Source: an optimization exercise on an open RTL-to-GDS flow (aim: small area, a short achievable clock period and few clock cycles per item). Production flows keep margins and buffers that such runs may drop.
Where RTL was checked, it was by simulation tests only, not by an equivalence proof against the original.
Function not checked in runs 1 to 4: the RTL went through the layout flow alone.
Power and IR drop assume default switching activity.

==> config.mk <==
export PLATFORM = sky130hd
export DESIGN_NAME = bellmanFordTop
export DESIGN_NICKNAME = bellmanFordTop
export VERILOG_FILES = /design/flow/design.v
export SDC_FILE = /design/flow/constraint.sdc
export NUM_CORES = 4
export LEC_CHECK = 0
export ABC_AREA = 1
export CAP_MARGIN = 20
export CORE_MARGIN = 2
export CORE_UTILIZATION = 40
export CTS_CLUSTER_DIAMETER = 90
export CTS_CLUSTER_SIZE = 20
export SETUP_SLACK_MARGIN = 5.0
export SLEW_MARGIN = 20
export TNS_END_PERCENT = 100
==> constraint.sdc <==
create_clock -name core_clock -period 8.0 [get_ports {clock}]
set_input_delay 1.6000 -clock core_clock [delete_from_list [all_inputs] [get_ports {clock}]]
set_output_delay 1.6000 -clock core_clock [all_outputs]
set_load 0.01 [all_outputs]
==> design.v <==
package bellmanFordPkg;
    typedef logic [8-1:0] nodeId_t;
    typedef logic signed [8-1:0] weight_t;
    typedef logic signed [16-1:0] distance_t;
    typedef logic [13-1:0] graphAddress_t;
    typedef logic [128-1:0] graphLine_t;
endpackage
module bellmanFordTop (
    input  logic                          clock,
    input  logic                          reset,
    input  logic                          start,
    input  bellmanFordPkg::nodeId_t       source,
    input  bellmanFordPkg::nodeId_t       destination,
    input  bellmanFordPkg::nodeId_t       nodeCount,
    output logic                          graphReadEnable,
    output bellmanFordPkg::graphAddress_t graphAddress,
    input  bellmanFordPkg::graphLine_t    graphData,
    output logic                          outWriteEnable,
    output bellmanFordPkg::graphAddress_t outAddress,
    output bellmanFordPkg::distance_t     outData,
    output logic                          busy,
    output logic                          finish,
    output logic                          negCycle
);
    localparam int NN = 31;
    localparam int DW = 13;
    localparam logic signed [DW-1:0] UNREACHED = 13'sd4095;
    typedef enum logic [2:0] {S_IDLE, S_RUN, S_PD, S_PN, S_PE, S_FIN} state_t;
    typedef enum logic [2:0] {F_WAIT, F_IDXW, F_IDX, F_ADJW, F_FIRST, F_LINE, F_GAP} fetch_t;
    typedef enum logic [1:0] {R_CONT, R_ADJY, R_IDX} req_t;
    state_t st;
    fetch_t fst;
    logic [4:0] srcR, dstR;
    logic [5:0] passCnt, passLimit;
    logic [1:0] bT;
    logic [5:0] procCnt;
    logic       phase2;
    logic [2:0] quiet;
    logic [1:0] raiseWait;
    localparam logic [5:0] PHASE1_NODES = 6'd60;
    logic [DW-1:0] distT [1:NN];
    logic [4:0]    predT [1:NN];
    logic [NN:1]   dirty;
    logic                 aValid, duRd;
    logic [4:0]           pAddr;
    logic signed [7:0]    aW;
    logic                 bValid, bInit;
    logic [4:0]           bNode;
    logic signed [DW-1:0] bCand, bTD;
    logic                 cValid, cInit, cSupp;
    logic [4:0]           cNode, cProc;
    logic signed [DW-1:0] cCand;
    logic signed [DW-1:0] du;
    logic [4:0]           procNode, selNode;
    logic                 selPend;
    logic [5:0]           pos;
    logic [4:0]           yNode, procNext;
    logic                 yPend, yPair, curIsX, issueY, switchY;
    logic [12:0]          addrY;
    logic signed [DW-1:0] du2;
    logic                 du2Rd;
    logic [2:0] slot;
    logic [7:0] rem;
    logic       reqPend;
    req_t       reqKind;
    logic [5:0] outCnt;
    logic [DW-1:0] outWord;
    assign outData = {{(16-DW){outWord[DW-1]}}, outWord};
    logic signed [DW-1:0] pDist;
    logic [4:0]           pPred;
    assign pDist    = distT[pAddr];
    assign pPred    = predT[pAddr];
    logic improve, negDetect, fwdB, fwdC;
    logic [NN:1] cSel;
    always_comb
        for (int i = 1; i <= NN; i++)
            cSel[i] = cNode == 5'(i);
    assign improve = bValid && (bInit || (bCand < bTD));
    assign negDetect = bValid && !bInit && (bCand < -13'sd960);
    assign fwdB = improve && (bNode == pAddr);
    assign fwdC = cValid && (cNode == pAddr);
    logic signed [DW-1:0] fDist;
    assign fDist    = fwdB ? bCand : fwdC ? cCand : pDist;
    logic [NN:1] elig, hiM, mR, oh1, oh2;
    logic [3:0]  bTh;
    assign bTh = {bT == 2'd3, bT >= 2'd2, bT >= 2'd1, 1'b1};
    logic        anyHi, anyD, mWrap, mDirty, selDirty, below1, below2;
    logic [4:0]  n1, n2, selR, sel2R;
    logic        selAny, selPair, selWrap;
    always_comb
    begin
        for (int i = 1; i <= NN; i++)
        begin
            elig[i] = dirty[i] && (distT[i][DW-1]
                      || ((|distT[i][DW-2:6]) ? bTh[3] : bTh[distT[i][5:4]]));
            hiM[i] = elig[i] && (6'(i) >= pos);
        end
        anyHi = |hiM;
        anyD  = |dirty;
    end
    always_ff @(posedge clock)
    begin
        mR <= anyHi ? hiM : elig;
        mWrap <= !anyHi;
        mDirty <= anyD;
    end
    always_comb
    begin
        for (int i = 1; i <= NN; i++)
        begin
            below1 = 1'b0;
            below2 = 1'b0;
            for (int j = 1; j < i; j++)
                if (mR[j])
                begin
                    below2 = below2 || below1;
                    below1 = 1'b1;
                end
            oh1[i] = mR[i] && !below1;
            oh2[i] = mR[i] && below1 && !below2;
        end
        n1 = '0;
        n2 = '0;
        for (int i = 1; i <= NN; i++)
        begin
            if (oh1[i]) n1 = n1 | 5'(i);
            if (oh2[i]) n2 = n2 | 5'(i);
        end
    end
    logic       lastInLine, nextLast;
    always_comb
    begin
        lastInLine = (rem <= 8'd1) || (slot == 3'd7);
        nextLast   = !lastInLine && ((rem == 8'd2) || (slot == 3'd6));
    end
    logic [4:0] slotNode;
    logic [7:0] slotW;
    always_comb
    begin
        slotNode = graphData[120 - 16*slot +: 5];
        slotW    = graphData[112 - 16*slot +: 8];
    end
    logic [7:0] lFirst;
    assign lFirst = graphData[119:112];
    logic issueIdx, issueCont, issueAdjY, negPass, doneNow, raiseT, canIdx;
    always_comb
    begin
        canIdx = selAny && (!selWrap || !phase2 || (fst == F_WAIT && quiet == 3'd3));
        raiseT = 1'b0;
        issueIdx  = 1'b0;
        issueCont = 1'b0;
        issueAdjY = 1'b0;
        doneNow   = 1'b0;
        if (st == S_RUN)
        begin
            case (fst)
                F_LINE:
                    if (!reqPend && (nextLast || lastInLine))
                    begin
                        if (nextLast ? (rem != 8'd2) : (rem > 8'd1))
                            issueCont = 1'b1;
                        else if (curIsX && yPair)
                            issueAdjY = 1'b1;
                        else if (canIdx)
                            issueIdx = 1'b1;
                    end
                F_FIRST:
                    if (lFirst <= 8'd2)
                    begin
                        if (curIsX && yPair)
                            issueAdjY = 1'b1;
                        else if (canIdx)
                            issueIdx = 1'b1;
                    end
                F_WAIT:
                    if (canIdx) issueIdx = 1'b1;
                    else if (!anyD && !aValid && !bValid && !cValid) doneNow = 1'b1;
                default: ;
            endcase
            if (!phase2 && !selAny && selDirty && raiseWait == 2'd0)
                raiseT = 1'b1;
        end
        negPass = issueIdx && selWrap && phase2 && (passCnt == passLimit);
    end
    logic issueNode;
    assign issueNode = issueIdx && !negPass;
    logic                 idle;
    logic signed [DW-1:0] wDist;
    assign idle = st == S_IDLE;
    assign wDist = {cCand[DW-1] & !idle, cCand[DW-2:0] | {(DW-1){idle}}};
    always_ff @(posedge clock)
    begin
        for (int i = 1; i <= NN; i++)
        begin
            if (idle || (cValid && cSel[i]))
                distT[i] <= wDist;
            if (cValid && cSel[i])
                predT[i] <= cProc;
        end
    end
    always_ff @(posedge clock)
    begin
        for (int i = 1; i <= NN; i++)
        begin
            if (st == S_IDLE)
                dirty[i] <= 1'b0;
            else
            begin
                if (issueNode && (selR == 5'(i) || (selPair && sel2R == 5'(i))))
                    dirty[i] <= 1'b0;
                else if (cValid && !cInit && !cSupp && cSel[i])
                    dirty[i] <= 1'b1;
            end
        end
    end
    always_ff @(posedge clock)
    begin
        selR <= n1;
        sel2R <= n2;
        selAny <= |mR;
        selDirty <= mDirty;
        selPair <= |oh2;
        selWrap <= mWrap;
    end
    logic [4:0] pAddrNext;
    logic       startNow;
    assign startNow = st == S_IDLE && start;
    always_comb
    begin
        pAddrNext = slotNode;
        if (st == S_RUN && fst == F_IDX)
            pAddrNext = yNode;
        if (st == S_RUN && fst == F_ADJW)
            pAddrNext = selNode;
        if (doneNow || st == S_PD)
            pAddrNext = dstR;
        if (st == S_PN)
            pAddrNext = pPred;
    end
    always_ff @(posedge clock)
    begin
        pAddr <= pAddrNext;
        aW <= slotW;
        bNode <= startNow ? source[4:0] : pAddr;
        bCand <= startNow ? '0 : du + {{(DW-8){aW[7]}}, aW};
        bTD <= fDist;
        cNode <= bNode;
        cProc <= procNode;
        cCand <= bCand;
        cSupp <= (selPend && bNode == selNode) || (yPend && bNode == yNode);
    end
    always_ff @(posedge clock)
    begin
        if (reset)
        begin
            st <= S_IDLE;
            busy <= 1'b0;
            fst <= F_WAIT;
            graphReadEnable <= 1'b0;
            outWriteEnable <= 1'b0;
            finish <= 1'b0;
            negCycle <= 1'b0;
            aValid <= 1'b0;
            duRd <= 1'b0;
            bValid <= 1'b0;
            bInit <= 1'b0;
            cValid <= 1'b0;
            cInit <= 1'b0;
            reqPend <= 1'b0;
            selPend <= 1'b0;
            yPend <= 1'b0;
            yPair <= 1'b0;
            issueY <= 1'b0;
            switchY <= 1'b0;
            du2Rd <= 1'b0;
            raiseWait <= 2'd0;
        end
        else
        begin
            graphReadEnable <= 1'b0;
            outWriteEnable <= 1'b0;
            finish <= 1'b0;
            issueY <= 1'b0;
            switchY <= 1'b0;
            if (quiet != 3'd3)
                quiet <= quiet + 3'd1;
            if (fst != F_WAIT || aValid || bValid || cValid)
                quiet <= 3'd0;
            if (raiseWait != 2'd0)
                raiseWait <= raiseWait - 2'd1;
            if (raiseT)
            begin
                raiseWait <= 2'd2;
                if (bT != 2'd3)
                    bT <= bT + 2'd1;
            end
            aValid <= 1'b0;
            duRd <= 1'b0;
            du2Rd <= 1'b0;
            bValid <= aValid;
            bInit <= 1'b0;
            cValid <= improve;
            cInit <= bInit;
            if (duRd)
            begin
                du <= fDist;
                selPend <= 1'b0;
            end
            if (du2Rd)
                du2 <= fDist;
            else if (yPend && cValid && cNode == yNode)
                du2 <= cCand;
            if (switchY)
                procNode <= procNext;
            case (st)
                S_IDLE:
                begin
                    fst <= F_WAIT;
                    if (start)
                    begin
                        srcR <= source[4:0];
                        dstR <= destination[4:0];
                        passLimit <= {1'b0, nodeCount[4:0]} + 6'd1;
                        bT <= 2'd1;
                        procCnt <= '0;
                        phase2 <= 1'b0;
                        negCycle <= 1'b0;
                        passCnt <= 6'd1;
                        bValid <= 1'b1;
                        bInit <= 1'b1;
                        procNode <= source[4:0];
                        selNode <= source[4:0];
                        selPend <= 1'b0;
                        yPend <= 1'b0;
                        yPair <= 1'b0;
                        pos <= {1'b0, source[4:0]} + 6'd1;
                        graphReadEnable <= 1'b1;
                        graphAddress <= bellmanFordPkg::graphAddress_t'(source[4:0]);
                        reqPend <= 1'b0;
                        fst <= F_IDXW;
                        st <= S_RUN;
                        busy <= 1'b1;
                    end
                end
                S_RUN:
                begin
                    if (issueNode)
                    begin
                        graphReadEnable <= 1'b1;
                        graphAddress <= bellmanFordPkg::graphAddress_t'(selR);
                        selNode <= selR;
                        selPend <= 1'b1;
                        yNode <= sel2R;
                        yPend <= selPair;
                        yPair <= selPair;
                        issueY <= selPair;
                        pos <= {1'b0, selPair ? sel2R : selR} + 6'd1;
                        if (selWrap && phase2)
                            passCnt <= passCnt + 6'd1;
                        if (!phase2)
                            procCnt <= procCnt + 6'd1;
                        if (!phase2 && procCnt == PHASE1_NODES)
                        begin
                            phase2 <= 1'b1;
                            bT <= 2'd3;
                            passCnt <= 6'd1;
                        end
                    end
                    if (issueY)
                    begin
                        graphReadEnable <= 1'b1;
                        graphAddress <= bellmanFordPkg::graphAddress_t'(yNode);
                    end
                    if (issueCont)
                    begin
                        graphReadEnable <= 1'b1;
                        graphAddress <= graphAddress + 13'd1;
                    end
                    if (issueAdjY)
                    begin
                        graphReadEnable <= 1'b1;
                        graphAddress <= addrY;
                    end
                    case (fst)
                        F_WAIT:
                            if (issueIdx) fst <= F_IDXW;
                        F_IDXW:
                            fst <= F_IDX;
                        F_IDX:
                        begin
                            graphReadEnable <= 1'b1;
                            graphAddress <= graphData[13-1:0];
                            du2Rd <= 1'b1;
                            fst <= F_ADJW;
                        end
                        F_ADJW:
                        begin
                            addrY <= graphData[13-1:0];
                            duRd <= 1'b1;
                            procNode <= selNode;
                            curIsX <= 1'b1;
                            slot <= 3'd1;
                            fst <= F_FIRST;
                        end
                        F_FIRST:
                        begin
                            aValid <= lFirst != 8'd0;
                            rem <= (lFirst == 8'd0) ? 8'd0 : lFirst - 8'd1;
                            slot <= 3'd2;
                            fst <= F_LINE;
                            if (!curIsX)
                            begin
                                du <= (improve && bNode == yNode) ? bCand
                                    : (cValid && cNode == yNode) ? cCand : du2;
                                if (!issueNode)
                                    yPend <= 1'b0;
                                procNext <= yNode;
                                switchY <= 1'b1;
                            end
                            if (lFirst <= 8'd1)
                            begin
                                slot <= 3'd1;
                                if (issueAdjY)
                                begin
                                    reqKind <= R_ADJY;
                                    fst <= F_GAP;
                                end
                                else
                                    fst <= issueIdx ? F_IDXW : F_WAIT;
                            end
                            else if (issueIdx || issueAdjY)
                            begin
                                reqPend <= 1'b1;
                                reqKind <= issueAdjY ? R_ADJY : R_IDX;
                            end
                        end
                        F_GAP:
                            if (reqKind == R_ADJY)
                            begin
                                curIsX <= 1'b0;
                                yPair <= 1'b0;
                                slot <= 3'd1;
                                fst <= F_FIRST;
                            end
                            else
                                fst <= F_LINE;
                        F_LINE:
                        begin
                            aValid <= rem != 8'd0;
                            if (rem != 8'd0)
                                rem <= rem - 8'd1;
                            slot <= slot + 3'd1;
                            if (nextLast && (issueCont || issueAdjY || issueIdx))
                            begin
                                reqPend <= 1'b1;
                                reqKind <= issueCont ? R_CONT : issueAdjY ? R_ADJY : R_IDX;
                            end
                            if (lastInLine)
                            begin
                                reqPend <= 1'b0;
                                slot <= 3'd0;
                                if (reqPend)
                                begin
                                    case (reqKind)
                                        R_CONT: fst <= F_LINE;
                                        R_ADJY:
                                        begin
                                            curIsX <= 1'b0;
                                            yPair <= 1'b0;
                                            slot <= 3'd1;
                                            fst <= F_FIRST;
                                        end
                                        default: fst <= F_IDX;
                                    endcase
                                end
                                else if (issueCont || issueAdjY)
                                begin
                                    reqKind <= issueCont ? R_CONT : R_ADJY;
                                    fst <= F_GAP;
                                end
                                else if (issueIdx)
                                    fst <= F_IDXW;
                                else
                                    fst <= F_WAIT;
                            end
                        end
                        default:
                            fst <= F_WAIT;
                    endcase
                    if (doneNow)
                    begin
                        st <= S_PD;
                    end
                    if (negDetect || negPass)
                    begin
                        negCycle <= 1'b1;
                        finish <= 1'b1;
                        graphReadEnable <= 1'b0;
                        aValid <= 1'b0;
                        bValid <= 1'b0;
                        cValid <= 1'b0;
                        fst <= F_WAIT;
                        st <= S_FIN;
                    end
                end
                S_PD:
                begin
                    outWriteEnable <= 1'b1;
                    outCnt <= 6'd0;
                    outAddress <= '0;
                    outWord <= (pDist == UNREACHED) ? '1 : pDist;
                    if (pDist != UNREACHED)
                        st <= S_PN;
                    else
                    begin
                        finish <= 1'b1;
                        st <= S_FIN;
                    end
                end
                S_PN:
                begin
                    outWriteEnable <= 1'b1;
                    outCnt <= outCnt + 6'd1;
                    outAddress <= bellmanFordPkg::graphAddress_t'(outCnt + 6'd1);
                    outWord <= DW'(pAddr);
                    if (pAddr == srcR)
                        st <= S_PE;
                end
                S_PE:
                begin
                    outWriteEnable <= 1'b1;
                    outCnt <= outCnt + 6'd1;
                    outAddress <= bellmanFordPkg::graphAddress_t'(outCnt + 6'd1);
                    outWord <= '1;
                    finish <= 1'b1;
                    st <= S_FIN;
                end
                default:
                begin
                    st <= S_IDLE;
                    busy <= 1'b0;
                end
            endcase
        end
    end
endmodule
==> run.sh <==
#!/bin/bash
# synth_recipe.tcl (not shown) runs the flow's synth.tcl, then flattens the netlist and writes it again
# the make line also repeats each setting of config.mk as NAME=value (left out here)
make -C /OpenROAD-flow-scripts/flow DESIGN_CONFIG=/design/flow/config.mk WORK_HOME=/design/flow/orfs CLKGATE_MAP_FILE= SYNTH_SCRIPT=/design/flow/synth_recipe.tcl finish
==> flow_summary.ini, run 1 <==
[min_path]
hold_depth = 0
min-delay-start = mDirty
hp-class = register to register
hold_path_end = selDirty

[timing]
setup_viol = 0
final.min_clock_period_ps = 3030
setup_tns_ps = 0
clock_skew_ps = 51.8
slew_headroom_pct = 29.8
fmax_mhz = 330
worstMarginPinSlew_ps = 1050
fin_crit_sh_pct = 37.9
final.setup.worst_slack_ps = 4970
drv_slew = 0
finalHoldViolations = 0
rsz0062_at_grt = true

[die]
die_w_um = 327
rows = 118
pin_count = 202
fp.dieH_um = 327
die_area_mm2 = 0.107
start_util_pct = 40.4
core_area_mm2 = 0.104

[layout]
nets = 5011
fill_cells = 9877
drive_above_1_share_pct = 11.3
fin_util_pct = 47.1
area_growth_pct = 16.7
antenna-diode-count = 0

[worst_setup_path]
required_ps = 8560
max_stage_delay_ps = 520
crit_fanout = 31
crit_type = register to register
cp_top_family = compound AO/OA/AOI/OAI gates
critPathSlowestCell = edfxtp_1
rrSetupSlack_ps = 4970
worstRegToRegCells = 11
crit_path_cell_trace = inv_4 -> buf_12 -> a31oi_1 -> o22ai_1 -> a21boi_1 -> nand3_1 -> nand4_1 -> nor2_4 -> buf_12 -> nand3_1 -> nand2_1
cp-end-kind = register
start_kind = register
crit_buf_inv = 3
rr_startpoint = bT[1]
critPathArrivalTime_ps = 3600
rr_endpoint = mR[4]

[cts]
clockRootBuffer = clkbuf_16
cts_tree = yes
cts-buffers-inserted = 52
path_clk_slew_ps = 90
clock_sinks = 876
clkLatencyLatePin_ps = 680
htree_levels = 2
clockBufferDepth = 3

[synthesis]
ys_warn_count = 21
yosysMostFrequentCell = nand2_1
synth_ff_type = edfxtp_1
synthArstFlopShare_pct = 0
syn_inst = 4537
synth_area_mm2 = 0.0418
synth_top_area_cell = edfxtp_1
ys_ff_latch = 876
netlist_top_cells_count = nand2_1 (1,109), edfxtp_1 (704), nor2_1 (595)
synthTopCellsByArea = edfxtp_1 (51%), nand2_1 (9.9%), dfxtp_1 (8.2%), nor2_1 (5.3%), inv_1 (3.6%)
avgSynthCellArea_um2 = 9.22
post_synth_num_cell_types = 66
synth_edf_count = 704
synth.top_cell.area_share_pct = 50.5
synth_seq_area_share_pct = 58.8

[routing]
wl_per_cell_um = 23.7
num_vias = 34800
antenna_left = 0
wl_mm = 147
met3_length_mm = 14.9
wl_met2_mm = 65.8
drc = 0
routedLengthMet1_mm = 59.4
drt_iter0_drc = 4218
first_pass_iters = 8
via_per_inst = 5.59
routed.top_layer = met5

[global_routing]
grt_first_pass_wirelength_mm = 211
antenna_found_initial = 1
grt_pass1_vias = 31800
grt_max_degree = 66
grt.overflow.total = 0
track_usage_pct = 26.4

[place]
gp_congestion = 0.980
dp_hpwl_mm = 103
place_ws_ps = 2970
portBuffers = 162

[outcome]
status = timing/DRC/antenna clean

[pwr]
power_leakage_nw = 19.6
p_total_mw = 18.2
irDropWorstVdd_mv = 0.256
power_density_mw_per_mm2 = 373

[flow_run]
drv_cap = 0
==> routing by layer <==
metal | vias to the layer above | GRT usage (%)
met4 | 2 | 10.6
met3 | 296 | 5.43
li1 | 16200 | -
met1 | 16600 | 35.9
met2 | 1792 | 41.5
met5 | - | 0
==> registers in the layout, summed over array words and instances, names as in the netlist, 8 cells and up <==
name,count
aW,8
distT,403
outWord,13
bCand,13
rem,8
du,13
predT,155
du2,13
graphAddress,13
addrY,13
dirty,31
bTD,13
cCand,13
mR,31
==> layout make-up <==
class | count | area (µm²) | share of cell area (%)
well taps | 1380 | 1730 | 3.53
repair inverters | 2 | 16.3 | 0.0333
clock inverters | 9 | 130 | 0.266
flip-flops and latches | 876 | 24600 | 50.4
inverters | 415 | 1670 | 3.42
clock buffers | 76 | 1430 | 2.93
multi-input cells | 3074 | 15700 | 32.1
repair buffers | 392 | 3580 | 7.33
==> worst register-to-register path, delay by kind of cell, from the launching register on <==
family / cells / cell delay, ps
compound gates: 3 / 930
buf+inv: 3 / 600
flops: 1 / 520
simple gates: 5 / 880
==> cell families (layout without fill, tap and decap cells) <==
family          after synthesis  after routing  share of synthesized area, %
simple gates               2224           2229                          22.5
flops                       876            876                          58.8
compound gates              761            761                          10.9
buf+inv                     597            894                          5.82
fa+ha+maj                    43             43                          1.30
other cells                   1              6                       0.00896
mux                           3              3                        0.0718
xor+xnor                     32             32                         0.670
==> repair_timing <==
item / CTS / global route
setup endpoints to repair: 265 / 174
setup buffers: 107 / 48
hold buffers: 0 / 0
endpoints found under the hold margin: 0 / 0
pin swaps: 36 / 30
cloned: 5 / 7
resized for setup: 236 / 115
==> worst max-delay path by stage <==
stage | from | endpoint | cells past startpoint
6_report | bT[1] | mR[4] | 11
5_1_grt | reset | aValid | 6
4_1_cts | slot[0] | reqKind[1] | 12
3_5_place_dp | graphData[112] | graphAddress[9] | 14
3_3_place_gp | graphData[112] | yNode[1] | 12
2_1_floorplan | graphData[112] | procCnt[0] | 13
==> layout by cell type, fill, tap and decap left out, types with 73 or more instances in the layout <==
cell type,Yosys,layout
a21oi_1,180,172
buf_4,29,194
clkdlybuf4s50_1,0,112
dfxtp_1,172,163
edfxtp_1,704,704
inv_1,400,383
nand2_1,1109,1078
nand3_1,267,251
nand4_1,93,93
nor2_1,595,565
o21ai_0,249,208
o22ai_1,85,73
==> power by group <==
group / switching, mW / internal (mW)
registers: 0.817 / 7.04
clock network: 1.57 / 1.29
logic: 5.53 / 1.98
==> stage by stage <==
step / hold slack (ps) / cell area (µm²) / cells
floorplan: 310 / 42000 / 4542
global placement: 312 / 45000 / 5972
detailed placement: 313 / 45000 / 5972
CTS: 333 / 48000 / 6169
global route: 340 / 48800 / 6224
finish: 327 / 48800 / 6224
==> inputs of run 2 (changes only) <==
--- a/design.v
+++ b/design.v
@@ -65,4 +65,5 @@
     req_t       reqKind;
     logic [5:0] outCnt;
+    logic       waitPrev;
     logic [DW-1:0] outWord;
     assign outData = {{(16-DW){outWord[DW-1]}}, outWord};
@@ -175,5 +176,5 @@
                 F_WAIT:
                     if (canIdx) issueIdx = 1'b1;
-                    else if (!anyD && !aValid && !bValid && !cValid) doneNow = 1'b1;
+                    else if (!anyD && !aValid && !bValid && !cValid && waitPrev) doneNow = 1'b1;
                 default: ;
             endcase
@@ -233,5 +234,5 @@
         if (st == S_RUN && fst == F_ADJW)
             pAddrNext = selNode;
-        if (doneNow || st == S_PD)
+        if ((st == S_RUN && fst == F_WAIT) || st == S_PD)
             pAddrNext = dstR;
         if (st == S_PN)
@@ -341,4 +342,5 @@
                         st <= S_RUN;
                         busy <= 1'b1;
+                        waitPrev <= 1'b0;
                     end
                 end
@@ -488,7 +490,18 @@
                             fst <= F_WAIT;
                     endcase
+                    waitPrev <= fst == F_WAIT;
                     if (doneNow)
                     begin
-                        st <= S_PD;
+                        outWriteEnable <= 1'b1;
+                        outCnt <= 6'd0;
+                        outAddress <= '0;
+                        outWord <= (pDist == UNREACHED) ? '1 : pDist;
+                        if (pDist != UNREACHED)
+                            st <= S_PN;
+                        else
+                        begin
+                            finish <= 1'b1;
+                            st <= S_FIN;
+                        end
                     end
                     if (negDetect || negPass)
==> flow_summary.ini, run 2 <==
[outcome]
status = timing/DRC/antenna clean

[worst_setup_path]
crit_buf_inv = 4
cp-end-kind = register
crit_type = register to register
cp_top_family = simple AND/OR/NAND/NOR gates
critPathSlowestCell = nand2_2
start_kind = register
rrSetupSlack_ps = 4910
rr_endpoint = distT[13][8]
crit_fanout = 48
rr_startpoint = st[0]
crit_path_cell_trace = nor2_1 -> inv_1 -> nor2_2 -> buf_4 -> inv_1 -> buf_4 -> nand2_2
worstRegToRegCells = 7
critPathArrivalTime_ps = 3400
required_ps = 8310
max_stage_delay_ps = 760

[synthesis]
synthTopCellsByArea = edfxtp_1 (51%), nand2_1 (9.9%), dfxtp_1 (8.3%), nor2_1 (4.8%), inv_1 (3.9%)
synth_ff_type = edfxtp_1
synthArstFlopShare_pct = 0
synth_area_mm2 = 0.0414
synth_edf_count = 705
yosysMostFrequentCell = nand2_1
ys_ff_latch = 877
post_synth_num_cell_types = 66
synth.top_cell.area_share_pct = 51.2
netlist_top_cells_count = nand2_1 (1,087), edfxtp_1 (705), nor2_1 (524)
syn_inst = 4426
synth_top_area_cell = edfxtp_1
synth_seq_area_share_pct = 59.5
avgSynthCellArea_um2 = 9.35
ys_warn_count = 21

[layout]
drive_above_1_share_pct = 11.5
largest_reg_flops = 403
final_common_cell = nand2_1
top_regs = distT (403), predT (155)
area_growth_pct = 16.6
top_register = distT
nets = 4901
fill_cells = 9710
antenna-diode-count = 0
multiInputGateArea_mm2 = 0.0151
seq_area_mm2 = 0.0246
layout_common_cells = nand2_1 (1,066), edfxtp_1 (705), nor2_1 (495)

[global_routing]
antenna_found_initial = 2
grt_max_degree = 71
grt.overflow.total = 0
track_usage_pct = 25.0
grt_first_pass_wirelength_mm = 200
grt_pass1_vias = 31100

[pwr]
irDropWorstVdd_mv = 0.331
p_total_mw = 17.4
power_leakage_nw = 19.1
power_density_mw_per_mm2 = 360

[cts]
hold_buffers = 0
cts_tree = yes
clockBufferDepth = 3
htree_levels = 2
clkLatencyLatePin_ps = 670
cts-buffers-inserted = 51
path_clk_slew_ps = 90
clock_sinks = 877
clockRootBuffer = clkbuf_16

[die]
rows = 117
fp.dieH_um = 326
start_util_pct = 40.5
die_w_um = 326
die_area_mm2 = 0.106
core_area_mm2 = 0.102
pin_count = 202

[routing]
wl_per_cell_um = 22.5
via_per_inst = 5.48
antenna_left = 0
first_pass_iters = 8
wl_mm = 137
drc = 0
num_vias = 33400
drt_iter0_drc = 3765

[timing]
final.min_clock_period_ps = 3090
clock_skew_ps = 44.4
rsz0062_at_grt = true
worstMarginPinSlew_ps = 1240
drv_slew = 0
setup_viol = 0
fin_crit_sh_pct = 38.7
slew_headroom_pct = 16.9
finalHoldViolations = 0
setup_tns_ps = 0
fmax_mhz = 323

[min_path]
min-delay-start = mWrap
hold_depth = 0
hold_path_end = selWrap
hp-class = register to register

[place]
portBuffers = 162
gp_congestion = 0.963
dp_hpwl_mm = 98.0

[flow_run]
drv_cap = 0
==> run 2: per-layer routing <==
| layer | GRT usage (%) | up-vias | wire, µm |
|---|---|---|---|
| met4 | 8.92 | 2 | 5860 |
| li1 | - | 15700 | - |
| met1 | 33.4 | 15900 | 56000 |
| met2 | 40.9 | 1560 | 63200 |
| met5 | 0 | - | 13 |
| met3 | 4.36 | 269 | 12000 |
==> run 2: what timing repair did <==
| item | in CTS | in global routing |
|---|---|---|
| gates cloned | 6 | 4 |
| endpoints found under the setup margin | 328 | 377 |
| pin swaps | 36 | 32 |
| buffers inserted | 101 | 49 |
| resized for setup | 227 | 108 |
==> run 2: final cells by class <==
type / count / share of cell area [%]
timing repair buffer: 372 / 7.11
timing repair inverter: 3 / 0.0389
clock buffer: 77 / 2.89
multi-input combinational: 2937 / 31.3
clock inverter: 9 / 0.233
sequential: 877 / 51.0
inverter: 461 / 3.83
tap: 1368 / 3.55
==> run 2: cells by family (layout without fill, tap and decap cells) <==
family                     count (synthesis)  count (layout)  share of synthesized area, %
xor gates and xnor gates                  33              33                         0.698
other                                      1               6                       0.00906
DFF                                      877             877                          59.5
AOI/OAI and AO/OA                        761             761                          11.0
and+or+nand+nor                         2084            2090                          21.4
buffers and inverters                    623             922                          6.07
muxes                                      4               4                        0.0967
adders and majority gates                 43              43                          1.32
==> run 2: power breakdown <==
part / internal (mW) / switching, mW / total, mW
Sequential: 7.09 / 0.781 / 7.87
Combinational: 1.78 / 4.90 / 6.69
Clock: 1.26 / 1.55 / 2.81
Total: 10.1 / 7.23 / 17.4
==> run 2: worst max path at each step <==
| stage | startpoint | cells after the start | end |
|---|---|---|---|
| 2_1_floorplan | graphData[116] | 13 | passCnt[0] |
| 3_3_place_gp | graphData[116] | 14 | procCnt[1] |
| 3_5_place_dp | graphData[116] | 14 | procCnt[1] |
| 4_1_cts | outWord[12] | 2 | outData[13] |
| 5_1_grt | st[0] | 7 | distT[21][6] |
| 6_report | st[0] | 7 | distT[13][8] |
==> run 2: per-stage QoR <==
stage | utilization (%) | cell area (µm²) | std cells | hold slack, ps | worst slack, ps
3_3_place_gp | 43.6 | 44600 | 5856 | 311 | 2780
6_report | 47.2 | 48300 | 6104 | 342 | 4910
2_1_floorplan | - | 41500 | 4431 | 310 | 4570
3_5_place_dp | 43.6 | 44600 | 5857 | 314 | 2700
5_1_grt | 47.2 | 48300 | 6104 | 347 | 4820
4_1_cts | 46.5 | 47500 | 6050 | 335 | 4960
==> inputs of run 3 (changes only) <==
--- a/design.v
+++ b/design.v
@@ -177,8 +177,7 @@
                     if (canIdx) issueIdx = 1'b1;
                     else if (!anyD && !aValid && !bValid && !cValid && waitPrev) doneNow = 1'b1;
+                    else if (!phase2 && !selAny && selDirty && raiseWait == 2'd0) raiseT = 1'b1;
                 default: ;
             endcase
-            if (!phase2 && !selAny && selDirty && raiseWait == 2'd0)
-                raiseT = 1'b1;
         end
         negPass = issueIdx && selWrap && phase2 && (passCnt == passLimit);
==> flow_summary.ini, run 3 <==
[timing]
setup_viol = 0
final.min_clock_period_ps = 3100
finalHoldViolations = 0
clock_skew_ps = 50.3
fin_crit_sh_pct = 38.7
rsz0062_at_grt = true
fmax_mhz = 323
holdWs_ps = 336
drv_slew = 0
worstMarginPinSlew_ps = 996
slew_headroom_pct = 33.6
setup_tns_ps = 0

[global_routing]
antenna_found_initial = 2
grt_pass1_vias = 31700
grt.overflow.total = 0
grt_first_pass_wirelength_mm = 207
track_usage_pct = 26.2
grt_max_degree = 71

[cts]
clockRootBuffer = clkbuf_16
clockBufferDepth = 3
htree_levels = 2
path_clk_slew_ps = 90
clkLatencyLatePin_ps = 710
cts_tree = yes
cts-buffers-inserted = 52
hold_buffers = 0
clock_sinks = 877

[synthesis]
post_synth_num_cell_types = 62
syn_inst = 4441
ys_warn_count = 21
synthTopCellsByArea = edfxtp_1 (51%), nand2_1 (9.3%), dfxtp_1 (8.3%), nor2_1 (5.0%), inv_1 (3.9%)
synth_seq_area_share_pct = 59.3
ys_ff_latch = 877
synth_ff_type = edfxtp_1
synth_top_area_cell = edfxtp_1
netlist_top_cells_count = nand2_1 (1,029), edfxtp_1 (705), nor2_1 (555)
synth_area_mm2 = 0.0415
avgSynthCellArea_um2 = 9.34
yosysMostFrequentCell = nand2_1
synth.top_cell.area_share_pct = 51.0
synthArstFlopShare_pct = 0
synth_edf_count = 705

[layout]
top_register = distT
area_growth_pct = 16.8
antenna-diode-count = 0
fill_cells = 9669
final_common_cell = nand2_1
nets = 4890
largest_reg_flops = 403
drive_above_1_share_pct = 11.0
layout_common_cells = nand2_1 (1,007), edfxtp_1 (705), nor2_1 (522)
top_regs = distT (403), predT (155)

[die]
core_area_mm2 = 0.103
die_area_mm2 = 0.106
die_w_um = 326
pin_count = 202
fp.dieH_um = 326
rows = 118
start_util_pct = 40.2

[routing]
drc = 0
first_pass_iters = 5
wl_mm = 144
num_vias = 34300
drt_iter0_drc = 4626
antenna_left = 0
via_per_inst = 5.61
wl_per_cell_um = 23.6

[worst_setup_path]
critical_path_depth = 13
critPathSlowestCell = edfxtp_1
critPathArrivalTime_ps = 3640
start_kind = register
worstRegToRegCells = 13
crit_top_cell = nand2_1
crit_fanout = 59
crit_type = register to register
max_stage_delay_ps = 600
crit_buf_inv = 3
required_ps = 8540
rr_endpoint = mR[2]
rrSetupSlack_ps = 4900
cp_top_family = compound AO/OA/AOI/OAI gates
cp-end-kind = register
rr_startpoint = bT[1]
crit_path_cell_trace = clkinv_1 -> buf_12 -> a31oi_1 -> o22ai_1 -> a21oi_1 -> o21ai_0 -> nand2_1 -> nor2_1 -> nand2_1 -> nor2_4 -> buf_12 -> nand3_1 -> nand2_1

[min_path]
hold_path_end = selDirty
hp-class = register to register
hold_depth = 0
min-delay-start = mDirty

[pwr]
irDropWorstVdd_mv = 0.214
power_leakage_nw = 19.2
power_density_mw_per_mm2 = 367

[place]
portBuffers = 162
dp_hpwl_mm = 102
gp_congestion = 0.985

[outcome]
status = timing/DRC/antenna clean

[flow_run]
drv_cap = 0
## run 3: cells by family (layout without fill, tap and decap cells)
family	count (synthesis)	count (layout)	share of synthesized area [%]
AND/OR/NAND/NOR	2109	2115	21.7
flip-flops	877	877	59.3
AO/OA/AOI/OAI	761	761	10.9
buffers and inverters	614	897	6.00
adder cells (fa/ha/maj)	43	43	1.31
XOR/XNOR	34	34	0.718
multiplexers	2	2	0.0483
other	1	6	0.00904
## run 3: cell type report
| type | instances | area, µm² | area share (%) |
|---|---|---|---|
| clock inverter | 9 | 124 | 0.256 |
| timing repair inverter | 1 | 7.51 | 0.0155 |
| tap | 1380 | 1730 | 3.56 |
| sequential | 877 | 24600 | 50.9 |
| clock buffer | 88 | 1460 | 3.01 |
| timing repair buffer | 351 | 3310 | 6.84 |
| inverter | 448 | 1810 | 3.74 |
| multi-input combinational | 2961 | 15400 | 31.7 |
## run 3: per-stage QoR
stage	setup slack [ps]	utilization, %	cells	cell area, µm²	total power [mW]
2_1_floorplan	4620	-	4446	41700	11.1
3_5_place_dp	2760	43.4	5882	44700	14.0
4_1_cts	4890	46.2	6072	47700	17.3
6_report	4900	46.9	6115	48400	17.8
3_3_place_gp	2760	43.3	5882	44700	13.9
5_1_grt	4940	46.9	6115	48400	18.5
## run 3: layer usage
metal / routed length (µm) / global-route usage (%) / share of wire (%) / vias up
met1: 61200 / 37.2 / 42 / 16600
met4: 5850 / 8.71 / 4.1 / 2
li1: - / - / - / 15800
met2: 64600 / 41.3 / 45 / 1642
met5: 13 / 0 / 0.0090 / -
met3: 12800 / 3.72 / 8.9 / 273
## run 3: how the worst max path moves through the flow
stage / from / to / slack [ps]
final: bT[1] / mR[2] / 4900
after global routing: outWord[12] / outData[13] / 4940
after CTS: pAddr[4] / outWord[12] / 4890
after detailed placement: graphData[119] / passCnt[2] / 2760
after global placement: graphData[119] / passCnt[2] / 2760
after floorplan: graphData[119] / passCnt[0] / 4620
## run 3: repair_timing
| action | 4_1_cts | 5_1_grt |
|---|---|---|
| setup buffers | 86 | 38 |
| gates cloned | 7 | 4 |
| pin swaps | 30 | 25 |
| resized for setup | 248 | 109 |
| endpoints found under the setup margin | 275 | 211 |
## run 3: where the power goes
part           switching, mW  internal (mW)  total (mW)
logic                   5.23           1.84        7.07
clock network           1.60           1.27        2.87
registers              0.714           7.11        7.83
==> inputs of run 4 (changes only) <==
--- a/design.v
+++ b/design.v
@@ -33,5 +33,7 @@
     logic [4:0] srcR, dstR;
     logic [5:0] passCnt, passLimit;
-    logic [1:0] bT;
+    logic [3:1] bTh;
+    logic [3:0] thermo;
+    assign thermo = {bTh, 1'b1};
     logic [5:0] procCnt;
     logic       phase2;
@@ -84,6 +86,4 @@
     assign fDist    = fwdB ? bCand : fwdC ? cCand : pDist;
     logic [NN:1] elig, hiM, mR, oh1, oh2;
-    logic [3:0]  bTh;
-    assign bTh = {bT == 2'd3, bT >= 2'd2, bT >= 2'd1, 1'b1};
     logic        anyHi, anyD, mWrap, mDirty, selDirty, below1, below2;
     logic [4:0]  n1, n2, selR, sel2R;
@@ -94,5 +94,5 @@
         begin
             elig[i] = dirty[i] && (distT[i][DW-1]
-                      || ((|distT[i][DW-2:6]) ? bTh[3] : bTh[distT[i][5:4]]));
+                      || ((|distT[i][DW-2:6]) ? bTh[3] : thermo[distT[i][5:4]]));
             hiM[i] = elig[i] && (6'(i) >= pos);
         end
@@ -177,7 +177,8 @@
                     if (canIdx) issueIdx = 1'b1;
                     else if (!anyD && !aValid && !bValid && !cValid && waitPrev) doneNow = 1'b1;
-                    else if (!phase2 && !selAny && selDirty && raiseWait == 2'd0) raiseT = 1'b1;
                 default: ;
             endcase
+            if (!phase2 && !selAny && selDirty && raiseWait == 2'd0)
+                raiseT = 1'b1;
         end
         negPass = issueIdx && selWrap && phase2 && (passCnt == passLimit);
@@ -292,6 +293,5 @@
             begin
                 raiseWait <= 2'd2;
-                if (bT != 2'd3)
-                    bT <= bT + 2'd1;
+                bTh <= {bTh[2:1], 1'b1};
             end
             aValid <= 1'b0;
@@ -322,5 +322,5 @@
                         dstR <= destination[4:0];
                         passLimit <= {1'b0, nodeCount[4:0]} + 6'd1;
-                        bT <= 2'd1;
+                        bTh <= 3'b001;
                         procCnt <= '0;
                         phase2 <= 1'b0;
@@ -364,5 +364,5 @@
                         begin
                             phase2 <= 1'b1;
-                            bT <= 2'd3;
+                            bTh <= 3'b111;
                             passCnt <= 6'd1;
                         end
==> flow_summary.ini, run 4 <==
[outcome]
status = timing/DRC/antenna clean

[timing]
slew_headroom_pct = 31.1
drv_slew = 0
setup_tns_ps = 0
setup_viol = 0
final.min_clock_period_ps = 3150
holdWs_ps = 332
fmax_mhz = 318
fin_crit_sh_pct = 39.4
worstMarginPinSlew_ps = 1030
rsz0062_at_grt = true
clock_skew_ps = 25.5
final.setup.worst_slack_ps = 4850
finalHoldViolations = 0

[layout]
final_common_cell = nand2_1
finalNonFillerCells = 6164
area_growth_pct = 16.5
drive_above_1_share_pct = 11.2
fill_cells = 9775
top_regs = distT (403), predT (155)
top_register = distT
multiInputGateArea_mm2 = 0.0154
seq_area_mm2 = 0.0247
largest_reg_flops = 403
layout_common_cells = nand2_1 (975), edfxtp_1 (706), nor2_1 (512)
nets = 4949

[global_routing]
track_usage_pct = 26.6
grt_max_degree = 71
grt.overflow.total = 0
antenna_found_initial = 2
grt_pass1_vias = 32600
grt_first_pass_wirelength_mm = 212

[pwr]
pwr-share-clk_pct = 15.2
p_switching_mw = 7.82
power_switching_share_pct = 42.8
irDropWorstVdd_mv = 0.215
power_density_mw_per_mm2 = 374
seq_power_share_pct = 43.9
combPwrFrac_pct = 40.9
p_total_mw = 18.3
power_leakage_nw = 19.3
intPower_mw = 10.5

[synthesis]
synth.top_cell.area_share_pct = 50.6
syn_inst = 4466
avgSynthCellArea_um2 = 9.38
ys_warn_count = 21
post_synth_num_cell_types = 63
synthTopCellsByArea = edfxtp_1 (51%), nand2_1 (9.0%), dfxtp_1 (8.2%), nor2_1 (4.8%), nand3_1 (4.0%)
synthArstFlopShare_pct = 0
yosysMostFrequentCell = nand2_1
synth_seq_area_share_pct = 58.8
synth_edf_count = 706
synth_top_area_cell = edfxtp_1
synth_area_mm2 = 0.0419
synth_ff_type = edfxtp_1
netlist_top_cells_count = nand2_1 (1,007), edfxtp_1 (706), nor2_1 (536)
ys_ff_latch = 878

[cts]
path_clk_slew_ps = 80
htree_levels = 2
cts-buffers-inserted = 51
clkLatencyLatePin_ps = 670
cts_tree = yes
clockBufferDepth = 3
clock_sinks = 878
clockRootBuffer = clkbuf_16

[worst_setup_path]
critical_path_depth = 7
crit_buf_inv = 5
crit_type = primary input to register
start_kind = primary input
max_stage_delay_ps = 450
rrSetupSlack_ps = 5030
crit_fanout = 30
critPathArrivalTime_ps = 3520
critPathSlowestCell = clkdlybuf4s50_1
required_ps = 8380
crit_path_cell_trace = clkdlybuf4s50_1 -> buf_4 -> clkinv_4 -> nand2_1 -> inv_1 -> nand2_2 -> clkinv_2
cp_top_family = buffers and inverters
worstRegToRegCells = 21
cp-end-kind = register

[place]
place_ws_ps = 2640
gp_congestion = 0.948
dp_cells = 5918
dp_hpwl_mm = 106
portBuffers = 162

[routing]
via_per_inst = 5.64
antenna_left = 0
first_pass_iters = 9
wl_per_cell_um = 24.0
num_vias = 34800
drc = 0
wl_mm = 148
drt_iter0_drc = 4353

[die]
start_util_pct = 40.4
rows = 118
fp.dieH_um = 328
core_area_mm2 = 0.104
die_area_mm2 = 0.107
die_w_um = 328
pin_count = 202

[min_path]
hold_depth = 0
hp-class = register to register

[flow_run]
drv_cap = 0
run 4: cell type report:
class | instances | share of cell area (%)
Sequential cell | 878 | 50.5
Multi-Input combinational cell | 2983 | 31.6
Timing Repair Buffer | 399 | 7.75
Inverter | 435 | 3.60
Tap cell | 1380 | 3.54
Clock buffer | 76 | 2.85
Clock inverter | 9 | 0.164
Timing Repair inverter | 3 | 0.0307
Antenna cell | 1 | 0.00512
run 4: path summary, 6_finish.rpt:
kind,start,to
min reg2reg,mDirty,selDirty
min,mDirty,selDirty
max reg2reg,pAddr[4],st[2]
max,reset,graphAddress[12]
run 4: per-layer routing:
layer	part of all wire [%]	GRT usage [%]
met3	9.5	3.83
met2	44	41.5
met1	42	37.8
met5	0	0
met4	4.2	9.98
run 4: kinds of logic after synthesis:
kind of cell             Yosys count  share of synthesized area [%]
AO/OA/AOI/OAI                    768                           11.4
adder cells (fa/ha/maj)           43                           1.30
XOR/XNOR                          38                          0.794
multiplexers                       2                         0.0478
flip-flops                       878                           58.8
buffers and inverters            612                           5.91
other                              1                        0.00895
AND/OR/NAND/NOR                 2124                           21.7
run 4: metrics by stage:
step	util, %	instance area (µm²)
floorplan	-	42000
global placement	43.6	45200
detailed placement	43.6	45200
CTS	46.4	48100
global route	47.1	48800
finish	47.1	48800
run 4: power groups by stage:
| stage | Combinational [mW] | Clock (mW) | Sequential (mW) |
|---|---|---|---|
| after detailed placement | 6.54 | 0 | 8.14 |
| after floorplan | 3.68 | 0 | 7.86 |
| after global placement | 6.47 | 0 | 8.10 |
| after global routing | 7.93 | 2.95 | 8.18 |
| after CTS | 7.03 | 2.80 | 8.02 |
| final | 7.47 | 2.77 | 8.03 |
run 4: timing repair:
item | in CTS | in global routing
gates cloned | 3 | 5
gates resized for setup | 221 | 96
pin swaps | 36 | 34
hold buffers | 0 | 0
buffers inserted | 110 | 41
endpoints found under the setup margin | 256 | 154
run 4: worst register-to-register path: cells and delay by family, from the launching register on:
kind                   cells  cell delay, ps
and+or+nand+nor           18            1820
buffers and inverters      3             610
DFF                        1             490
==> inputs of run 5 (changes only) <==
--- a/design.v
+++ b/design.v
@@ -177,8 +177,7 @@
                     if (canIdx) issueIdx = 1'b1;
                     else if (!anyD && !aValid && !bValid && !cValid && waitPrev) doneNow = 1'b1;
+                    else if (!phase2 && !selAny && selDirty && raiseWait == 2'd0) raiseT = 1'b1;
                 default: ;
             endcase
-            if (!phase2 && !selAny && selDirty && raiseWait == 2'd0)
-                raiseT = 1'b1;
         end
         negPass = issueIdx && selWrap && phase2 && (passCnt == passLimit);
==> flow_summary.ini, run 5 <==
[global_routing]
grt_first_pass_wirelength_mm = 199
antenna_found_initial = 2
track_usage_pct = 24.6
grt_pass1_vias = 31500
grt_max_degree = 71
grt.overflow.total = 0

[worst_setup_path]
critical_path_depth = 1
crit_buf_inv = 1
crit_type = register to primary output
worstRegToRegCells = 14
required_ps = 6400
cp-end-kind = primary output
critPathSlowestCell = edfxtp_1
cp-startpoint = graphAddress[9]
crit_fanout = 2
cp_top_family = flip-flops
max_stage_delay_ps = 420
critPathArrivalTime_ps = 1360
crit_path_cell_trace = dlygate4sd2_1
start_kind = register
rr_startpoint = pAddr[3]

[timing]
rsz0062_at_grt = true
setup_viol = 0
final.min_clock_period_ps = 2960
drv_slew = 0
finalHoldViolations = 0
fin_crit_sh_pct = 37.0
holdWs_ps = 339
setup_tns_ps = 0
final.setup.worst_slack_ps = 5040
slew_headroom_pct = 33.3
worstMarginPinSlew_ps = 1000
clock_skew_ps = 25.0
fmax_mhz = 338

[outcome]
status = timing/DRC/antenna clean

[layout]
layout_common_cells = nand2_1 (1,092), edfxtp_1 (706), nor2_1 (520)
fin_util_pct = 46.8
top_register = distT
nets = 4923
fill_cells = 9720
top_regs = distT (403), predT (155)
finalNonFillerCells = 6138
final_common_cell = nand2_1
largest_reg_flops = 403
fin_area_mm2 = 0.0483
seq_area_mm2 = 0.0247
drive_above_1_share_pct = 9.94
antenna-diode-count = 0
multiInputGateArea_mm2 = 0.0155
area_growth_pct = 16.1

[place]
dp_hpwl_mm = 96.9
portBuffers = 162
place_ws_ps = 3050
dp_cells = 5947
gp_congestion = 0.936
dpl_cell_area_mm2 = 0.0450

[die]
rows = 118
core_area_mm2 = 0.103
pin_count = 202
fp.dieH_um = 326
die_area_mm2 = 0.106
die_w_um = 326
start_util_pct = 40.3

[synthesis]
synth_ff_type = edfxtp_1
yosysMostFrequentCell = nand2_1
synthTopCellsByArea = edfxtp_1 (51%), nand2_1 (10%), dfxtp_1 (8.3%), nor2_1 (5.1%), nand3_1 (3.8%)
ys_ff_latch = 878
synth_top_area_cell = edfxtp_1
ys_warn_count = 21
avgSynthCellArea_um2 = 9.27
synth_edf_count = 706
synthArstFlopShare_pct = 0
netlist_top_cells_count = nand2_1 (1,124), edfxtp_1 (706), nor2_1 (565)
post_synth_num_cell_types = 61
synth.top_cell.area_share_pct = 51.0
synth_area_mm2 = 0.0415
synth_seq_area_share_pct = 59.3
syn_inst = 4481

[cts]
cts-buffers-inserted = 51
clockBufferDepth = 3
path_clk_slew_ps = 90
cts_tree = yes
hold_buffers = 0
clockRootBuffer = clkbuf_16
htree_levels = 2
clock_sinks = 878
clkLatencyLatePin_ps = 650

[routing]
wl_per_cell_um = 22.1
drc = 0
first_pass_iters = 7
via_per_inst = 5.55
drt_iter0_drc = 3518
num_vias = 34100
wl_mm = 136
antenna_left = 0

[pwr]
p_total_mw = 17.5
power_density_mw_per_mm2 = 363
irDropWorstVdd_mv = 0.225
power_leakage_nw = 19.0

[min_path]
hold_depth = 0
min-delay-start = mDirty
hp-class = register to register

[flow_run]
drv_cap = 0
-- run 5: changes by cell type after synthesis, sizes merged, moves of 6 or more --
cell	delta
o22ai	-12
inv	-29
buf	-15
nor2	+11
nand3	-16
o21ai	-24
a21boi	+6
nand4	-8
a221oi	-7
a22o	-7
nand2	+112
nor3	+10
clkbuf	+10
-- run 5: logic make-up after synthesis --
family,after synthesis,synth area share [%]
fa+ha+maj,43,1.31
mux,2,0.0482
compound gates,717,10.7
simple gates,2226,22.4
other cells,1,0.00903
xor+xnor,36,0.759
buf+inv,578,5.44
flops,878,59.3
-- run 5: layout make-up --
type | instances | area share [%]
clock buffers | 77 | 2.85
clock inverters | 9 | 0.228
inverters | 406 | 3.36
multi-input cells | 3034 | 32.1
flip-flops and latches | 878 | 51.1
well taps | 1380 | 3.58
repair buffers | 351 | 6.68
repair inverters | 3 | 0.0493
-- run 5: what timing repair did --
action	in CTS	in global routing
cloned	6	3
pin swaps	20	15
setup buffers	72	22
setup endpoints to repair	255	156
gates resized for setup	230	91
-- run 5: where the power goes --
part | internal, mW | total, mW | leakage (nW) | switching (mW)
Combinational | 1.83 | 6.90 | 10.5 | 5.08
Clock | 1.24 | 2.77 | 0.722 | 1.53
Sequential | 7.11 | 7.86 | 7.86 | 0.746
-- run 5: worst paths after layout --
| kind | to | slack (ps) |
|---|---|---|
| setup / recovery | graphAddress[9] | 5040 |
| hold / removal | selDirty | 340 |
| setup reg to reg | pAddr[0] | 5050 |
| hold reg to reg | selDirty | 340 |
-- run 5: per-layer routing --
layer / up-vias / share of wire (%) / track usage (%)
li1: 15900 / - / -
met1: 16400 / 42 / 34.4
met2: 1521 / 45 / 39.1
met3: 236 / 8.3 / 3.39
met4: 2 / 4.2 / 9.08
met5: - / 0.0096 / 0
Testbench counts of run 5, summed over its fixed seeds: cycles 17,065, queries 96.
==> inputs of run 6 (changes only) <==
==> flow/run.sh (new file) <==
#!/bin/bash
# Standard layout, with plain buffers (sky130_fd_sc_hd__buf_1) on the ports
# instead of the resizer's default choice.
set -euo pipefail
cd "$(dirname "$0")/.."
export BUFFER_PORTS_ARGS="-buffer_cell sky130_fd_sc_hd__buf_1"
bash standard.sh > make_finish.log 2>&1
==> standard.sh (new file) <==
#!/bin/bash
# synth_recipe.tcl (not shown) runs the flow's synth.tcl, then flattens the netlist and writes it again
# the make line also repeats each setting of config.mk as NAME=value (left out here)
make -C /OpenROAD-flow-scripts/flow DESIGN_CONFIG=/design/flow/config.mk WORK_HOME=/design/flow/orfs CLKGATE_MAP_FILE= SYNTH_SCRIPT=/design/flow/synth_recipe.tcl "${@:-finish}"
removed: run.sh
==> flow_summary.ini, run 6 <==
[timing]
final.min_clock_period_ps = 3000
slew_headroom_pct = 27.7
setup_viol = 0
setup_tns_ps = 0
rsz0062_at_grt = true
finalHoldViolations = 0
fmax_mhz = 333
worstMarginPinSlew_ps = 1080
clock_skew_ps = 30.3
fin_crit_sh_pct = 37.5
final.setup.worst_slack_ps = 5000
drv_slew = 0

[layout]
top_register = distT
drive_above_1_share_pct = 9.32
largest_reg_flops = 403
nets = 4908
top_regs = distT (403), predT (155)
antenna-diode-count = 0
layout_common_cells = nand2_1 (1,096), edfxtp_1 (706), nor2_1 (514)
area_growth_pct = 13.7
final_common_cell = nand2_1

[cts]
hold_buffers = 0
path_clk_slew_ps = 90
htree_levels = 2
clockRootBuffer = clkbuf_16
cts-buffers-inserted = 51
clockBufferDepth = 3
cts_tree = yes
clock_sinks = 878
clkLatencyLatePin_ps = 660

[synthesis]
syn_inst = 4481
synth.top_cell.area_share_pct = 51.0
yosysMostFrequentCell = nand2_1
synthTopCellsByArea = edfxtp_1 (51%), nand2_1 (10%), dfxtp_1 (8.3%), nor2_1 (5.1%), nand3_1 (3.8%)
yosys.area_share.adder_pct = 1.31
synth_xor_area_share_pct = 0.759
synth_edf_count = 706
netlist_top_cells_count = nand2_1 (1,124), edfxtp_1 (706), nor2_1 (565)
synth_area_mm2 = 0.0415
synth-compound-area-share_pct = 10.7
synthArstFlopShare_pct = 0
synth_ff_type = edfxtp_1
synth_top_area_cell = edfxtp_1
avgSynthCellArea_um2 = 9.27
post_synth_num_cell_types = 61
synth_top_family_by_area = simple AND/OR/NAND/NOR gates
yosys.area_share.simple_pct = 22.4
ys_ff_latch = 878
synthMuxAreaShare_pct = 0.0482
synth_seq_area_share_pct = 59.3
ys_warn_count = 21

[flow_run]
drv_cap = 0

[die]
fp.dieH_um = 326
core_area_mm2 = 0.103
pin_count = 202
die_area_mm2 = 0.106
die_w_um = 326
start_util_pct = 40.3
rows = 118

[place]
gp_congestion = 0.991
dp_hpwl_mm = 96.0
place_ws_ps = 3390
portBuffers = 162

[worst_setup_path]
start_kind = register
cp-end-kind = register
crit_type = register to register
crit_fanout = 12
rrSetupSlack_ps = 5000
critPathArrivalTime_ps = 3390
required_ps = 8390

[min_path]
hp-class = register to register

[routing]
antenna_left = 0
via_per_inst = 5.54
first_pass_iters = 6
num_vias = 33900
wl_per_cell_um = 22.1
drc = 0
wl_mm = 135
drt_iter0_drc = 3778

[pwr]
p_total_mw = 17.5
power_leakage_nw = 18.5
power_density_mw_per_mm2 = 370
irDropWorstVdd_mv = 0.224

[global_routing]
track_usage_pct = 24.5
antenna_found_initial = 1
grt_pass1_vias = 31400
grt_max_degree = 71
grt.overflow.total = 0
grt_first_pass_wirelength_mm = 197

[outcome]
status = timing/DRC/antenna clean
==> run 6: changes by cell type in the layout (fill, tap and decap cells not counted), moves of 4 or more <==
cell / change
clkbuf_2: -6
nand2_4: -6
dlygate4sd2_1: -21
inv_2: -5
buf_6: -5
nand2_1: +4
buf_1: +160
buf_4: -14
clkdlybuf4s15_1: -14
nor2_1: -6
clkdlybuf4s50_1: -113
inv_1: +5
==> run 6: layer usage <==
layer  global-route usage, %  up-vias  routed length, µm
met5                       0        -                  0
met4                    8.57        0               5230
met3                    2.85      246              11000
met2                    39.3     1579              61400
met1                    34.5    16200              57700
li1                        -    15900                  -
==> run 6: worst max-delay path: stages, from the launching register on <==
cell and delay (ps):
dfxtp_4 410, buf_4 190, nand2_8 180, nor2_4 100, buf_4 190, nand3_1 80, nand2_1 50, nor2_1 110
nand2_1 100, nor2_1 330, nand3_2 300, o21ai_0 250, nand2_1 110, o21a_1 150, nand2_1 60, o21ai_0 90
==> run 6: logic make-up (layout without fill, tap and decap cells) <==
| logic type | Yosys count | in the layout |
|---|---|---|
| buffers and inverters | 578 | 832 |
| other | 1 | 6 |
| and+or+nand+nor | 2226 | 2228 |
| xor gates and xnor gates | 36 | 36 |
| adders and majority gates | 43 | 43 |
| muxes | 2 | 2 |
| DFF | 878 | 878 |
| AOI/OAI and AO/OA | 717 | 717 |
==> run 6: metrics by stage <==
step                utilization (%)  std cells  hold WS [ps]  instance area, µm²
floorplan                         -       4486           310               41700
global placement               42.6       5946           316               44000
detailed placement             42.6       5946           320               44000
CTS                            45.2       6091           338               46600
global route                   45.8       6122           351               47200
finish                         45.8       6122           340               47200
==> run 6: final cells by class <==
type                       instances  area, µm²
tap                             1380       1730
inverter                         406       1610
multi-input combinational       3032      15500
clock inverter                     6       68.8
timing repair buffer             337       2220
sequential                       878      24700
timing repair inverter             4       26.3
clock buffer                      79       1410
fill                            9749      56000
==> run 6: repair_timing <==
action / CTS / global route
setup buffers: 53 / 28
pin swaps: 15 / 24
setup endpoints to repair: 206 / 134
endpoints found under the hold margin: 0 / 0
cloned: 7 / 3
gates resized for setup: 145 / 84
==> run 6: worst paths after layout <==
check / start / endpoint / cells past startpoint
max: pAddr[0] / du2[0] / 15
max reg2reg: pAddr[0] / du2[0] / 15
min: mDirty / selDirty / 0
min reg2reg: mDirty / selDirty / 0
==> run 6: where the power goes <==
group | internal, mW | switching (mW) | leakage (nW)
Sequential | 7.11 | 0.707 | 7.86
Clock | 1.23 | 1.55 | 0.712
Combinational | 1.78 | 5.11 | 9.88

re-timing with driven ports:
How much do the figures lean on ideal ports? The routed layouts below were timed once more, with nothing changed but the port constraints.
Step 1 assumes that a clkbuf_16 drives the clock port and a buf_2 every other input.
Step 2 moves the port delays by t, midway between the first and last clock arrival at a register: inputs arrive t later, outputs are due t later. That takes back most of the time a late clock gives input paths.
Three values: ideal ports, drivers, drivers and shift; two values: the first two.
| run | shift t [ns] | setup slack, ns | hold WS [ns] | worst setup path at the end | pins driven straight from the clock port |
|---|---|---|---|---|---|
| run 1 | 0.731 | 4.965 / 4.965 / 4.396 | 0.327 / 0.327 / 0.327 | input to register | 1 |
| run 2 | 0.720 | 4.905 / 4.905 / 4.311 | 0.342 / 0.342 / 0.342 | input to register | 1 |
| run 3 | 0.754 | 4.903 / 4.903 / 4.308 | 0.336 / 0.336 / 0.336 | input to register | 1 |
| run 4 | 0.720 | 4.852 / 4.866 / 4.146 | 0.332 / 0.332 / 0.332 | input to register | 1 |
| run 5 | 0.714 | 5.037 / 4.962 / 4.398 | 0.339 / 0.339 / 0.339 | input to register | 1 |
| run 6 | 0.727 | 4.999 / 4.987 / 4.384 | 0.340 / 0.340 / 0.340 | input to register | 1 |
After both steps setup and hold are still met in every run listed. For run 4, which loses most, drivers alone change the setup slack by +0.014 ns; drivers and shift together by -0.706 ns.
